Source: an optimization exercise on an open RTL-to-GDS flow (aim: small area and a short achievable clock period). Production flows keep margins and buffers that such runs may drop. Function was checked by simulation only, so behaviour that the tests miss may differ from the original. Power figures rest on the tool's default switching activity, not on a simulated workload.

## rev 12
==> flow/design.v <==
package sssp_pkg;
    localparam int LANE_COUNT = 8;
    localparam int LANE_W = 64;
    localparam int WORD_W = LANE_COUNT * LANE_W;
    localparam int LEVEL_W = 8;
    localparam int VERTEX_W = 32;
    localparam int LANE_PRESENT_BIT = 63;
    typedef logic [WORD_W-1:0] word_t;
    typedef logic [LANE_W-1:0] lane_t;
    typedef logic [LEVEL_W-1:0] level_t;
    typedef logic [VERTEX_W-1:0] vertex_t;
    typedef logic [LANE_COUNT-1:0] lane_mask_t;
    typedef logic [3:0] slot_count_t;
endpackage
`timescale 1ns/1ps
module sssp_lane #(
    parameter int ADDR_W = 6
) (
    input  logic              clk,
    input  logic              clr,
    input  logic              present,    
    input  logic [ADDR_W-1:0] idx,
    output logic              hit,        
    output logic [ADDR_W-1:0] hit_idx
);
    localparam int LO_W = ADDR_W / 2;
    localparam int HI_W = ADDR_W - LO_W;
    localparam int LO_N = 2 ** LO_W;
    localparam int HI_N = 2 ** HI_W;
    logic [HI_N*LO_N-1:0] visited;
    logic [LO_N-1:0]      sel_lo;
    logic [HI_N-1:0]      sel_hi;
    logic [HI_N-1:0]      seen_hi;
    logic                 seen;
    always_comb begin
        for (int j = 0; j < LO_N; j++) begin
            sel_lo[j] = present && idx[LO_W-1:0] == LO_W'(j);
        end
        for (int h = 0; h < HI_N; h++) begin
            sel_hi[h] = idx[ADDR_W-1:LO_W] == HI_W'(h);
        end
        for (int h = 0; h < HI_N; h++) begin
            seen_hi[h] = 1'b0;
            for (int j = 0; j < LO_N; j++) begin
                seen_hi[h] = seen_hi[h] | (visited[h * LO_N + j] & sel_lo[j]);
            end
        end
        seen = 1'b0;
        for (int h = 0; h < HI_N; h++) begin
            seen = seen | (seen_hi[h] & sel_hi[h]);
        end
    end
    always_ff @(posedge clk) begin
        for (int h = 0; h < HI_N; h++) begin
            for (int j = 0; j < LO_N; j++) begin
                visited[h * LO_N + j] <= (visited[h * LO_N + j] && !clr) || (sel_lo[j] && sel_hi[h]);
            end
        end
        hit <= present && !(seen && !clr);
        hit_idx <= idx;
    end
endmodule
`timescale 1ns/1ps
module update_compactor (
    input  logic                 clk,
    input  logic                 rst,
    input  sssp_pkg::lane_mask_t hit_in,
    output sssp_pkg::lane_mask_t hit,
    output logic [sssp_pkg::LANE_COUNT-1:0][2:0] pos,
    output logic [2:0]           fill,     
    output logic                 complete,  
    output logic                 any        
);
    localparam int LANES = sssp_pkg::LANE_COUNT;
    function automatic logic [8:0] merge(input logic [8:0] a, input logic [8:0] b);
        merge = '0;
        for (int i = 0; i <= 8; i++) begin
            for (int j = 0; j <= 8 - i; j++) begin
                merge[i + j] = merge[i + j] | (a[i] & b[j]);
            end
        end
    endfunction
    function automatic logic [2:0] pick(input logic [8:0] cnt, input logic [7:0][2:0] sum);
        pick = '0;
        for (int c = 0; c < 8; c++) begin
            pick = pick | (sum[c] & {3{cnt[c]}});
        end
    endfunction
    logic [2:0] f;
    logic [7:0][2:0] f_plus;    
    logic [8:0] f_wrap;         
    logic [8:0] one [LANES];
    logic [8:0] c01, c23, c45, c67, c0_3, c4_6, c4_7;
    logic [8:0] cnt [LANES+1];
    always_comb begin
        for (int c = 0; c < 8; c++) begin
            f_plus[c] = f + 3'(c);
        end
        for (int c = 0; c <= 8; c++) begin
            f_wrap[c] = (4'(f) + 4'(c)) >= 4'd8;
        end
        for (int k = 0; k < LANES; k++) begin
            one[k] = {7'b0, hit_in[k], !hit_in[k]};
        end
        c01 = merge(one[0], one[1]);
        c23 = merge(one[2], one[3]);
        c45 = merge(one[4], one[5]);
        c67 = merge(one[6], one[7]);
        c0_3 = merge(c01, c23);
        c4_6 = merge(c45, one[6]);
        c4_7 = merge(c45, c67);
        cnt[0] = 9'b1;
        cnt[1] = one[0];
        cnt[2] = c01;
        cnt[3] = merge(c01, one[2]);
        cnt[4] = c0_3;
        cnt[5] = merge(c0_3, one[4]);
        cnt[6] = merge(c0_3, c45);
        cnt[7] = merge(c0_3, c4_6);
        cnt[8] = merge(c0_3, c4_7);
    end
    always_ff @(posedge clk) begin
        if (rst) begin
            f <= '0;
            hit <= '0;
            fill <= '0;
            complete <= 1'b0;
            any <= 1'b0;
        end else begin
            f <= pick(cnt[LANES], f_plus) | (f & {3{cnt[LANES][8]}});
            hit <= hit_in;
            fill <= f;
            complete <= |(cnt[LANES] & f_wrap);
            any <= |(f_plus[0]) || |(cnt[LANES][8:1]);
        end
        for (int k = 0; k < LANES; k++) begin
            pos[k] <= pick(cnt[k], f_plus);
        end
    end
endmodule
`timescale 1ns/1ps
module update_packer (
    input  logic                 clk,
    input  logic                 rst,
    input  sssp_pkg::lane_mask_t hit,
    input  logic [sssp_pkg::LANE_COUNT-1:0][2:0] pos,
    input  logic [sssp_pkg::LANE_COUNT-1:0][5:0] idx,
    input  sssp_pkg::level_t     level,
    input  logic [2:0]           fill,
    input  logic                 complete,   
    input  logic                 any,        
    input  logic                 last_in,
    output sssp_pkg::word_t      word_out,
    output logic                 valid_out,
    output logic                 done
);
    localparam int LANES = sssp_pkg::LANE_COUNT;
    localparam int SLOT_W = sssp_pkg::LANE_W;
    localparam int TOP = sssp_pkg::WORD_W - 1;
    logic [8:0] d_vtx [LANES];
    logic [LANES-1:0] w_m;
    logic [8:0] m_vtx [LANES];
    logic [7:0] m_lvl [LANES];
    logic [8:0] v_vtx [LANES-1];
    logic [7:0] v_lvl;
    logic       mclr;
    logic       flushing;
    logic       flush_now;
    logic       show;
    always_comb begin
        for (int s = 0; s < LANES; s++) begin
            d_vtx[s] = '0;
            w_m[s] = 1'b0;
            for (int k = 0; k < LANES; k++) begin
                if (hit[k] && pos[k] == 3'(s)) begin
                    d_vtx[s] = d_vtx[s] | {idx[k], 3'(k)};
                    w_m[s] = 1'b1;
                end
            end
            if (3'(s) < fill) w_m[s] = 1'b0;
        end
    end
    assign flush_now = last_in || flushing;
    assign show = !done && (complete || (flush_now && any));
    always_ff @(posedge clk) begin
        if (rst) begin
            valid_out <= 1'b0;
            done <= 1'b0;
            flushing <= 1'b0;
            mclr <= 1'b1;
        end else begin
            valid_out <= show;
            mclr <= show;
            if (flush_now) flushing <= 1'b1;
            if (flush_now && !complete) done <= 1'b1;
        end
        for (int s = 0; s < LANES; s++) begin
            if (w_m[s]) begin
                m_vtx[s] <= d_vtx[s];
                m_lvl[s] <= level;
            end else if (mclr) begin
                if (s < LANES - 1 && 3'(s) < fill) begin
                    m_vtx[s] <= v_vtx[s];
                    m_lvl[s] <= v_lvl;
                end else begin
                    m_vtx[s] <= '0;
                    m_lvl[s] <= '0;
                end
            end
        end
        for (int s = 0; s < LANES - 1; s++) begin
            v_vtx[s] <= d_vtx[s];
        end
        v_lvl <= level;
    end
    always_comb begin
        word_out = '0;
        for (int s = 0; s < LANES; s++) begin
            word_out[TOP - s * SLOT_W - 23 -: 9] = m_vtx[s];
            word_out[TOP - s * SLOT_W - 56 -: 8] = m_lvl[s];
        end
    end
endmodule
`timescale 1ns/1ps
module sssp_top #(
    parameter int ADDR_W = 6
) (
    input  logic             clk,
    input  logic             rst,
    input  sssp_pkg::word_t  word_in,
    input  logic             word_in_valid,
    input  sssp_pkg::level_t current_level,
    input  logic             last_input_in,
    output sssp_pkg::word_t  word_out,
    output logic             valid_out,
    output logic             done
);
    localparam int LANES = sssp_pkg::LANE_COUNT;
    localparam int LANE_W = sssp_pkg::LANE_W;
    localparam int TOP = sssp_pkg::WORD_W - 1;
    logic                 ended;
    logic                 rst_d;
    sssp_pkg::lane_mask_t present;
    always_ff @(posedge clk) begin
        rst_d <= rst;
        if (rst) begin
            ended <= 1'b0;
        end else if (last_input_in) begin
            ended <= 1'b1;
        end
    end
    for (genvar k = 0; k < LANES; k++) begin : g_present
        assign present[k] = !rst && !ended && word_in_valid && word_in[TOP - k * LANE_W];
    end
    sssp_pkg::lane_mask_t r_hit;
    logic [ADDR_W-1:0]    r_idx [LANES];
    sssp_pkg::level_t     r_level;
    logic                 r_last;
    for (genvar k = 0; k < LANES; k++) begin : g_lane
        sssp_lane #(
            .ADDR_W (ADDR_W)
        ) u_lane (
            .clk     (clk),
            .clr     (rst_d),
            .present (present[k]),
            .idx     (word_in[TOP - k * LANE_W - (LANE_W - ADDR_W) -: ADDR_W]),
            .hit     (r_hit[k]),
            .hit_idx (r_idx[k])
        );
    end
    always_ff @(posedge clk) begin
        r_last <= !rst && !ended && last_input_in;
        r_level <= current_level;
    end
    sssp_pkg::lane_mask_t s_hit;
    logic [LANES-1:0][2:0] s_pos;
    logic [2:0]           s_fill;
    logic                 s_complete;
    logic                 s_any;
    logic [LANES-1:0][ADDR_W-1:0] s_idx;
    sssp_pkg::level_t     s_level;
    logic                 s_last;
    update_compactor u_compactor (
        .clk    (clk),
        .rst    (rst),
        .hit_in (r_hit),
        .hit    (s_hit),
        .pos    (s_pos),
        .fill   (s_fill),
        .complete (s_complete),
        .any      (s_any)
    );
    always_ff @(posedge clk) begin
        s_last <= !rst && r_last;
        s_level <= r_level;
        for (int k = 0; k < LANES; k++) begin
            s_idx[k] <= r_idx[k];
        end
    end
    update_packer u_packer (
        .clk       (clk),
        .rst       (rst),
        .hit       (s_hit),
        .pos       (s_pos),
        .idx       (s_idx),
        .level     (s_level),
        .fill      (s_fill),
        .complete  (s_complete),
        .any       (s_any),
        .last_in   (s_last),
        .word_out  (word_out),
        .valid_out (valid_out),
        .done      (done)
    );
endmodule
export LEC_CHECK = 0
export ABC_AREA = 1
export CAP_MARGIN = 20
export CORE_MARGIN = 2
export CORE_UTILIZATION = 40
export CTS_CLUSTER_DIAMETER = 100
export CTS_CLUSTER_SIZE = 30
export SETUP_SLACK_MARGIN = 5
export SLEW_MARGIN = 20
create_clock -name core_clock -period 8.0 [get_ports {clk}]
run.sh (not shown) runs the stock make flow with config.mk's settings and CLKGATE_MAP_FILE= SYNTH_SCRIPT=/design/flow/synth_recipe.tcl, a recipe that flattens the netlist after the stock synthesis.
Here is what was changed in the inputs of rev 13 compared with rev 12.
--- a/flow/design.v
+++ b/flow/design.v
@@ -178,10 +178,20 @@
                 end
             end
             if (3'(s) < fill) w_m[s] = 1'b0;
         end
     end
+    logic [LANES-1:0] take_v;
+    logic [LANES-1:0] keep;
+    logic [8:0]       v_vtx_x [LANES];
+    always_comb begin
+        for (int s = 0; s < LANES; s++) begin
+            take_v[s] = !w_m[s] && mclr && s < LANES - 1 && 3'(s) < fill;
+            keep[s] = !w_m[s] && !mclr;
+            v_vtx_x[s] = (s < LANES - 1) ? v_vtx[s < LANES - 1 ? s : 0] : '0;
+        end
+    end
     assign flush_now = last_in || flushing;
     assign show = !done && (complete || (flush_now && any));
     always_ff @(posedge clk) begin
         if (rst) begin
             valid_out <= 1'b0;
@@ -193,22 +203,16 @@
             mclr <= show;
             if (flush_now) flushing <= 1'b1;
             if (flush_now && !complete) done <= 1'b1;
         end
         for (int s = 0; s < LANES; s++) begin
-            if (w_m[s]) begin
-                m_vtx[s] <= d_vtx[s];
-                m_lvl[s] <= level;
-            end else if (mclr) begin
-                if (s < LANES - 1 && 3'(s) < fill) begin
-                    m_vtx[s] <= v_vtx[s];
-                    m_lvl[s] <= v_lvl;
-                end else begin
-                    m_vtx[s] <= '0;
-                    m_lvl[s] <= '0;
-                end
-            end
+            m_vtx[s] <= ({9{w_m[s]}} & d_vtx[s])
+                      | ({9{take_v[s]}} & v_vtx_x[s])
+                      | ({9{keep[s]}} & m_vtx[s]);
+            m_lvl[s] <= ({8{w_m[s]}} & level)
+                      | ({8{take_v[s]}} & v_lvl)
+                      | ({8{keep[s]}} & m_lvl[s]);
         end
         for (int s = 0; s < LANES - 1; s++) begin
             v_vtx[s] <= d_vtx[s];
         end
         v_lvl <= level;
### Flow results
Rev 12 → rev 13: maximum clock rate went up by 0.65%, fraction of cell area in non-clock buffers was more or less identical, global-route track usage on met3 went up by 0.43 points.
The post-synthesis cell area was comparable across rev 13 and rev 12.
Adder-cell share of the synthesized area of rev 13 is on par with rev 12.
On combinational fraction of design power, the lower figure sits with rev 13, not rev 12.
Utilization: rev 13 < rev 12

==> re-timing with driven ports <==
In the flow no input, the clock included, has a driving cell. The finished layouts below were timed again as built, in two steps. Step 1 assumes that a clkbuf_16 drives the clock port and a buf_2 every other input. Step 2 times the ports against the registers' clock, not the clock port: input delays grow and output delays shrink by t, the midpoint of the rising clock arrivals with the driver on. Slacks: no drivers / after step 1 / after step 2; pairs: no drivers / after step 1.
| run | t, ns | setup slack, ns | worst hold slack (ns) |
|---|---|---|---|
| rev 12 | 0.703 | 5.021 / 4.946 / 4.424 | 0.334 / 0.334 / 0.334 |
| rev 13 | 0.674 | 5.040 / 4.970 / 4.417 | 0.335 / 0.335 / 0.335 |
After both steps every run listed still meets setup and hold. For rev 13, which loses most, drivers alone change the setup slack by -0.070 ns; drivers and shift together by -0.623 ns.
